Background: an optimization exercise with open tools, aiming at small area. Do not read the settings as production practice.
In this exercise RTL edits were held to simulation tests only and were not proved equivalent to the original.
No driver is modelled on the clock port, so clocking that relies on it looks cheaper here than on a real chip.

==> run P <==
## ask_quality_top
module ask_quality_top #(
	parameter int LOG2_BLOCK = 4
) (
	input  logic                     sys_clk,
	input  logic                     rst_n,
	input  logic                     sym_clk_en,
	input  ask_pkg::dv_t             dec_var,
	output ask_pkg::slice_t          slice,
	output logic                     slice_valid,
	output ask_pkg::dv_t             ref_lvl,
	output ask_pkg::dv_t             err_mean,
	output logic [ask_pkg::SQ_W-1:0] err_var,
	output logic [ask_pkg::SQ_W-1:0] sig_pwr,
	output logic                     block_done
);
Settings: LEC_CHECK=0, CAP_MARGIN=20, CORE_MARGIN=2, CORE_UTILIZATION=40, CTS_BUF_LIST=sky130_fd_sc_hd__clkbuf_8, SLEW_MARGIN=20, SYNTH_HIERARCHICAL=1, SYNTH_MINIMUM_KEEP_SIZE=0; clock period 14.0 ns.
standard.sh (not shown) runs the stock make flow with config.mk's settings and CLKGATE_MAP_FILE= SYNTH_SCRIPT=/design/flow/synth_recipe.tcl, a recipe that flattens the netlist after the stock synthesis.
==> flow/flow/run.sh <==
#!/bin/bash
# The standard layout (the standard.sh: standard synthesis, then ORFS to
# finish), with three ORFS knobs set on the make command line:
#   REMOVE_ABC_BUFFERS=1  floorplan removes the buffers ABC put in synthesis
#                         (repair_design then buffers where the loads need it)
#   BUFFER_PORTS_ARGS     buffer_ports gives every input and output port a
#                         buffer, here the library's smallest, buf_1
#   CTS_ARGS              ORFS's clock_tree_synthesis arguments with
#                         -dont_use_dummy_load added
# make's full output goes to flow_make.log in the work folder.
set -euo pipefail
bash standard.sh REMOVE_ABC_BUFFERS=1 \
	"BUFFER_PORTS_ARGS=-buffer_cell sky130_fd_sc_hd__buf_1" \
	"CTS_ARGS=-sink_clustering_enable -repair_clock_nets -buf_list sky130_fd_sc_hd__clkbuf_8 -dont_use_dummy_load" \
	finish > flow_make.log 2>&1
==> run R: changes against run P <==
--- a/flow/flow/run.sh
+++ b/flow/flow/run.sh
@@ -13,3 +13,3 @@
 	"BUFFER_PORTS_ARGS=-buffer_cell sky130_fd_sc_hd__buf_1" \
-	"CTS_ARGS=-sink_clustering_enable -repair_clock_nets -buf_list sky130_fd_sc_hd__clkbuf_8 -dont_use_dummy_load" \
+	"CTS_ARGS=-sink_clustering_enable -repair_clock_nets -buf_list sky130_fd_sc_hd__clkbuf_8 -dont_use_dummy_load -sink_clustering_size 30 -sink_clustering_max_diameter 100" \
 	finish > flow_make.log 2>&1
==> qor summary <==
item	run P	run R
CP endpoint kind	register	register
Placed cell count	2172	2172
Full die area	46100 um^2	46100 um^2
Measured slew at the worst slew-check pin	0.946 ns	0.946 ns
Leftover overflow at the end of global routing	0	0
Status	complete, no violations	complete, no violations
Post-route DRC violation count	0	0
Capture point of the worst path	var_q[9]	var_q[9]
Most common cell after layout, fill and taps aside	sky130_fd_sc_hd__fa_1	sky130_fd_sc_hd__fa_1
Number of placed I/O pins	99	99
Worst Setup Path Type	reg -> reg	reg -> reg
Number of setup buffers added after CTS	0	0
Post-route insts no fill	2189	2189
Routed wire length on met2	19900 um	19900 um
Die Wd	215 um	215 um
Number of buffers created by CTS	17	17
Total number of nets in the final design	2056	2056
Portion of netlist area occupied by mux cells	5.51%	5.51%
Number of resized instances in the post-cts repair step	0	0
Total of max-cap violations	0	0


==> v12 <==
Another version of the RTL of ask_quality_top (not shown whole).
==> flow/config.mk <==
export PLATFORM = sky130hd
export DESIGN_NAME = ask_quality_top
export DESIGN_NICKNAME = ask_quality_top
export VERILOG_FILES = /design/flow/design.v
export SDC_FILE = /design/flow/constraint.sdc
export NUM_CORES = 4
export LEC_CHECK = 0
export CAP_MARGIN = 20
export CORE_MARGIN = 2
export CORE_UTILIZATION = 40
export SLEW_MARGIN = 20
export SYNTH_HIERARCHICAL = 1
export SYNTH_MINIMUM_KEEP_SIZE = 0
==> flow/constraint.sdc <==
create_clock -name core_clock -period 14.0 [get_ports {sys_clk}]
set_input_delay 2.8000 -clock core_clock [delete_from_list [all_inputs] [get_ports {sys_clk}]]
set_output_delay 2.8000 -clock core_clock [all_outputs]
set_load 0.01 [all_outputs]
run.sh (not shown) runs the stock make flow with config.mk's settings and CLKGATE_MAP_FILE= SYNTH_SCRIPT=/design/flow/synth_recipe.tcl, a recipe that flattens the netlist after the stock synthesis.
Stock flow here: none of the scripts above is used.
==> inputs of v6, as changes to v12 <==
Settings changed: SYNTH_HIERARCHICAL 1 to not set, SYNTH_MINIMUM_KEEP_SIZE 0 to not set.
==> flow_summary.ini <==
[final_layout]
multi_input_area_share_pct = 65.2
drive_above_1_share_pct = 8.01

[global_route]
met3_usage_pct = 3.13

[sta]
fin_crit_sh_pct = 94.3

[run_status]
status = finished clean

[critical_path]
r2r_slack_ps = 800
-- figures above: v12

==> flow_summary.ini <==
[sta]
fin_crit_sh_pct = 92.8

[final_layout]
multi_input_area_share_pct = 60.1

[run_status]
status = finished clean

[global_route]
met3_usage_pct = 2.89

[critical_path]
r2r_slack_ps = 1000
-- figures above: v6

## static timing again, ports no longer ideal
No port has a modelled driver above. Below, the same layouts with a new extraction and two added sets of constraints.
Step 1 (the two cells are an assumption about what drives the block):
set clk [get_ports {sys_clk}]
set_driving_cell -lib_cell sky130_fd_sc_hd__clkbuf_16 $clk
set_driving_cell -lib_cell sky130_fd_sc_hd__buf_2 [delete_from_list [all_inputs] $clk]
Step 2 adds t to the input delays and takes it off the output delays; t is the mean of the earliest and latest rising clock arrival at the registers after step 1. Input paths then give back, and output paths get back, about the clock's delay inside the block.
Slacks: no drivers / after step 1 / after step 2; pairs: no drivers / after step 1.
run	t (ns)	slack for setup (ns)	hold slack, ns	cell pins on the clock port's net
run P	0.559	0.935 / 0.935 / 0.935	0.505 / 0.505 / 0.505	1
run R	0.559	0.935 / 0.935 / 0.935	0.505 / 0.505 / 0.505	1
v12	0.504	0.802 / 0.802 / 0.626	0.498 / 0.498 / 0.498	1
v6	0.506	1.004 / 1.004 / 1.004	0.506 / 0.506 / 0.506	1
After both steps setup and hold are still met in every run listed. The setup slack of v12, which loses most, moves by 0.000 ns with the drivers and by -0.176 ns with both steps.
